From an optimization exercise on the open Yosys and OpenROAD flow, aimed at a short achievable clock period and few clock cycles; shortcuts taken in it are not production practice.
The flow treats the clock pin as an ideal source, which a real chip does not have.
Power and IR drop assume default switching activity.

Setup of job 4101:
Design vfifo_top, start of the top module:
module vfifo_top (
	input logic clk_axi,
	input logic rst_axi_n,
	input vfifo_cfg_pkg::word_t in_data,
	input logic in_valid,
	output logic in_ready,
	output vfifo_cfg_pkg::word_t out_data,
	output logic out_valid,
	input logic out_ready,
	output logic [vfifo_cfg_pkg::occ_width-1:0] occupancy,
	output logic [vfifo_cfg_pkg::addr_width-1:0] awaddr,
	output logic [7:0] awlen,
	output logic awvalid,
	input logic awready,
	output vfifo_cfg_pkg::word_t wdata,
	output logic wlast,
	output logic wvalid,
	input logic wready,
	input logic [1:0] bresp,
	input logic bvalid,
	output logic bready,
	output logic [vfifo_cfg_pkg::addr_width-1:0] araddr,
	output logic [7:0] arlen,
	output logic arvalid,
	input logic arready,
	input vfifo_cfg_pkg::word_t rdata,
	input logic [1:0] rresp,
	input logic rlast,
	input logic rvalid,
	output logic rready
);
Settings: LEC_CHECK=0, ABC_CLOCK_PERIOD_IN_PS=2000, CAP_MARGIN=20, CORE_MARGIN=2, CORE_UTILIZATION=65, CTS_CLUSTER_DIAMETER=60, CTS_CLUSTER_SIZE=30, PLACE_DENSITY=0.75, SETUP_SLACK_MARGIN=3.0, SLEW_MARGIN=20; clock period 5.0 ns.
standard.sh (not shown) runs the stock make flow with config.mk's settings and CLKGATE_MAP_FILE= SYNTH_SCRIPT=/design/flow/synth_recipe.tcl, a recipe that flattens the netlist after the stock synthesis.
==> flow/flow/run.sh <==
#!/bin/bash
# Own layout flow: the standard flow (standard.sh) with three changes.
#  1. Port buffers are sky130_fd_sc_hd__buf_4 (BUFFER_PORTS_ARGS) instead of the resizer's
#     default pick, a delay cell.
#  2. After placement, each output port's buffer is moved next to the register that drives
#     it and sized up to buf_16, the register is sized up to drive strength 4
#     (flow/move_out_buf.tcl), and the placement is legalized again.
#  3. After CTS, the clock root buffer is split into 4 buffers that the clock port drives
#     directly (flow/split_root.tcl), one per quarter of the old root's sinks; the rest of
#     the tree is kept. Then the standard flow continues from global routing.
# Each tool's full output goes to a log file of its own in this folder.
set -euo pipefail
export BUFFER_PORTS_ARGS="-buffer_cell sky130_fd_sc_hd__buf_4"
R=orfs/results/${FLOW_PLATFORM}/vfifo_top/base
PD="$FLOW_HOME/platforms/$FLOW_PLATFORM"

bash standard.sh place > std_to_place.log 2>&1

cp "$R/3_place.odb" "$R/3_place_std.odb"
PLATFORM_DIR="$PD" ODB_IN="$R/3_place_std.odb" SDC_IN="$R/3_place.sdc" ODB_OUT="$R/3_place.odb" \
	BUF_MASTER=sky130_fd_sc_hd__buf_16 openroad -no_init -exit flow/move_out_buf.tcl > move_out_buf.log 2>&1

bash standard.sh cts > std_cts.log 2>&1

cp "$R/4_cts.odb" "$R/4_cts_std.odb"
PLATFORM_DIR="$PD" ODB_IN="$R/4_cts_std.odb" SDC_IN="$R/4_cts.sdc" ODB_OUT="$R/4_cts.odb" NROOT=4 \
	openroad -no_init -exit flow/split_root.tcl > split_root.log 2>&1

bash standard.sh finish > std_finish.log 2>&1
test -s out/final.def
==> flow/flow/move_out_buf.tcl <==
# Place each output port's buffer next to the register that drives it, so that the register
# drives a short wire and the port buffer, sized up to BUF_MASTER, drives the wire to the pin;
# the register is sized up to its strongest drive (same function). Then legalize.
# Reads $::env(ODB_IN) and $::env(SDC_IN), writes $::env(ODB_OUT).
set p $::env(PLATFORM_DIR)
read_liberty $p/lib/sky130_fd_sc_hd__tt_025C_1v80.lib
read_db $::env(ODB_IN)
read_sdc $::env(SDC_IN)
source $p/setRC.tcl
set block [ord::get_db_block]
proc driver {net} {
  foreach it [$net getITerms] { if {[$it isOutputSignal]} { return $it } }
  return ""
}
set db [ord::get_db]
set bufm [$db findMaster $::env(BUF_MASTER)]
set moved 0
foreach bt [$block getBTerms] {
  if {[$bt getIoType] ne "OUTPUT"} continue
  set d [driver [$bt getNet]]
  if {$d eq ""} continue
  set buf [$d getInst]
  set a [$buf findITerm A]
  if {$a eq "NULL" || $a eq ""} continue
  set fd [driver [$a getNet]]
  if {$fd eq ""} continue
  set ff [$fd getInst]
  if {![string match "*__df*" [[$ff getMaster] getName]]} continue
  lassign [$ff getLocation] fx fy
  $buf swapMaster $bufm
  set fm [[$ff getMaster] getName]
  if {[regsub {_[0-9]+$} $fm {_4} strong] && [$db findMaster $strong] ne "NULL"} {
    $ff swapMaster [$db findMaster $strong]
  }
  $buf setLocation $fx $fy
  incr moved
}
puts "moved $moved output buffers"
detailed_placement
check_placement
write_db $::env(ODB_OUT)
Other scripts of this flow, unchanged in this note and not shown: flow/flow/split_root.tcl
Job 4101 finished every stage and its layout cleared the timing, design-rule and antenna checks.
For job 3660, these inputs were changed with respect to job 4101:
Settings: changing SETUP_SLACK_MARGIN from 3.0 to 3.3.
--- a/flow/flow/run.sh
+++ b/flow/flow/run.sh
@@ -5,4 +5,3 @@
 #  2. After placement, each output port's buffer is moved next to the register that drives
-#     it and sized up to buf_16, the register is sized up to drive strength 4
-#     (flow/move_out_buf.tcl), and the placement is legalized again.
+#     it (flow/move_out_buf.tcl) and the placement is legalized again.
 #  3. After CTS, the clock root buffer is split into 4 buffers that the clock port drives
@@ -20,3 +19,3 @@
 PLATFORM_DIR="$PD" ODB_IN="$R/3_place_std.odb" SDC_IN="$R/3_place.sdc" ODB_OUT="$R/3_place.odb" \
-	BUF_MASTER=sky130_fd_sc_hd__buf_16 openroad -no_init -exit flow/move_out_buf.tcl > move_out_buf.log 2>&1
+	openroad -no_init -exit flow/move_out_buf.tcl > move_out_buf.log 2>&1
 
--- a/flow/flow/move_out_buf.tcl
+++ b/flow/flow/move_out_buf.tcl
@@ -1,4 +1,3 @@
 # Place each output port's buffer next to the register that drives it, so that the register
-# drives a short wire and the port buffer, sized up to BUF_MASTER, drives the wire to the pin;
-# the register is sized up to its strongest drive (same function). Then legalize.
+# drives a short wire and the (stronger) port buffer drives the wire to the pin. Then legalize.
 # Reads $::env(ODB_IN) and $::env(SDC_IN), writes $::env(ODB_OUT).
@@ -14,4 +13,2 @@
 }
-set db [ord::get_db]
-set bufm [$db findMaster $::env(BUF_MASTER)]
 set moved 0
@@ -29,7 +26,2 @@
   lassign [$ff getLocation] fx fy
-  $buf swapMaster $bufm
-  set fm [[$ff getMaster] getName]
-  if {[regsub {_[0-9]+$} $fm {_4} strong] && [$db findMaster $strong] ne "NULL"} {
-    $ff swapMaster [$db findMaster $strong]
-  }
   $buf setLocation $fx $fy
Results
[compare] base=job 4101 new=job 3660: number of buffers on the longest clock path did not really move; register share of the cell area went down; worst setup slack went up; non-clock buffering overhead in the final layout went up. Going from job 4101 to job 3660, routed length on met3 grew by more than 10%. Job 3660 falls short of job 4101 in smallest hold slack. Between job 3660 and job 4101, the non-clock buffer count is lower for job 4101.
Here is what was changed in the inputs of job 6595 compared with job 3660.
Settings: SETUP_SLACK_MARGIN: 3.3 -> 3.0.
Results
Job 6595 has completed all stages; timing, DRC and antenna checks passed.
On routed wire length, job 3660 loses to job 6595.
~same sequential cell area in job 3660 and job 6595
Total chip power, job 3660 and job 6595: smaller value in job 6595
Diff job 6595..job 3660 | ratio of final minimum period to clock period | negligible
From job 3660 to job 6595 the numbers moved as follows: critical path depth did not really move; power share of the sequential group now sits higher; post-route worst hold slack increased by 0.011 ns relative to the old numbers.
Diff job 3660 -> job 6595 | share of cells above drive strength 1 | decrease of 3.4 points
Going from job 3660 to job 6595, the final period demand of the worst path was found to have gone up by 0.0039 ns.
Setup changes, job 6595 to job 4839
--- a/flow/flow/run.sh
+++ b/flow/flow/run.sh
@@ -5,3 +5,4 @@
 #  2. After placement, each output port's buffer is moved next to the register that drives
-#     it (flow/move_out_buf.tcl) and the placement is legalized again.
+#     it and sized up to buf_12, the register is sized up to drive strength 4
+#     (flow/move_out_buf.tcl), and the placement is legalized again.
 #  3. After CTS, the clock root buffer is split into 4 buffers that the clock port drives
@@ -19,3 +20,3 @@
 PLATFORM_DIR="$PD" ODB_IN="$R/3_place_std.odb" SDC_IN="$R/3_place.sdc" ODB_OUT="$R/3_place.odb" \
-	openroad -no_init -exit flow/move_out_buf.tcl > move_out_buf.log 2>&1
+	BUF_MASTER=sky130_fd_sc_hd__buf_12 openroad -no_init -exit flow/move_out_buf.tcl > move_out_buf.log 2>&1
 
--- a/flow/flow/move_out_buf.tcl
+++ b/flow/flow/move_out_buf.tcl
@@ -1,3 +1,4 @@
 # Place each output port's buffer next to the register that drives it, so that the register
-# drives a short wire and the (stronger) port buffer drives the wire to the pin. Then legalize.
+# drives a short wire and the port buffer, sized up to BUF_MASTER, drives the wire to the pin;
+# the register is sized up to its strongest drive (same function). Then legalize.
 # Reads $::env(ODB_IN) and $::env(SDC_IN), writes $::env(ODB_OUT).
@@ -13,2 +14,4 @@
 }
+set db [ord::get_db]
+set bufm [$db findMaster $::env(BUF_MASTER)]
 set moved 0
@@ -26,2 +29,7 @@
   lassign [$ff getLocation] fx fy
+  $buf swapMaster $bufm
+  set fm [[$ff getMaster] getName]
+  if {[regsub {_[0-9]+$} $fm {_4} strong] && [$db findMaster $strong] ne "NULL"} {
+    $ff swapMaster [$db findMaster $strong]
+  }
   $buf setLocation $fx $fy
### Flow results
Going from job 6595 to job 4839, routed length on met2 grows by 1.6%.
Changes observed in job 4839 relative to job 6595: area growth from synthesis to layout rose 0.84 points, antenna cell count rose 4.
Job 4839 has completed all stages; timing, DRC and antenna checks passed.
[compare] base=job 6595 new=job 4839: register-to-register path setup slack lost 0.02 ns; final clock period utilization by the worst path picked up an extra 0.32 points; count of clock-buffer cells in the layout lost 0.58%; routed wire length picked up an extra about 0.6%.
On worst hold margin, job 6595 and job 4839 are basically level.
No run of this note included a check of the RTL's function; only the layout flow was run.

[port drivers added, routing unchanged]
Ports are ideal in the flow. The routed layouts listed here were re-timed in OpenROAD. Step 1: set_driving_cell puts a clkbuf_16 on clk_axi and a buf_2 on each other input, an assumption about the parent block. Step 2 moves the port delays by t, midway between the first and last clock arrival at a register: inputs arrive t later, outputs are due t later. That takes back most of the time a late clock gives input paths. Three values: ideal ports, drivers, drivers and shift; two values: the first two.
run	t (ns)	setup WS [ns]	slew at the worst register clock pin (ns)
job 4101	0.758	2.885 / 2.705 / 2.446	0.11 / 0.11
job 3660	0.752	2.907 / 2.730 / 2.524	0.11 / 0.11
job 6595	0.762	2.903 / 2.720 / 2.425	0.11 / 0.11
job 4839	0.760	2.887 / 2.707 / 2.434	0.11 / 0.11
After both steps every run listed still meets setup and hold. The setup slack of job 6595, which loses most, moves by -0.183 ns with the drivers and by -0.478 ns with both steps.
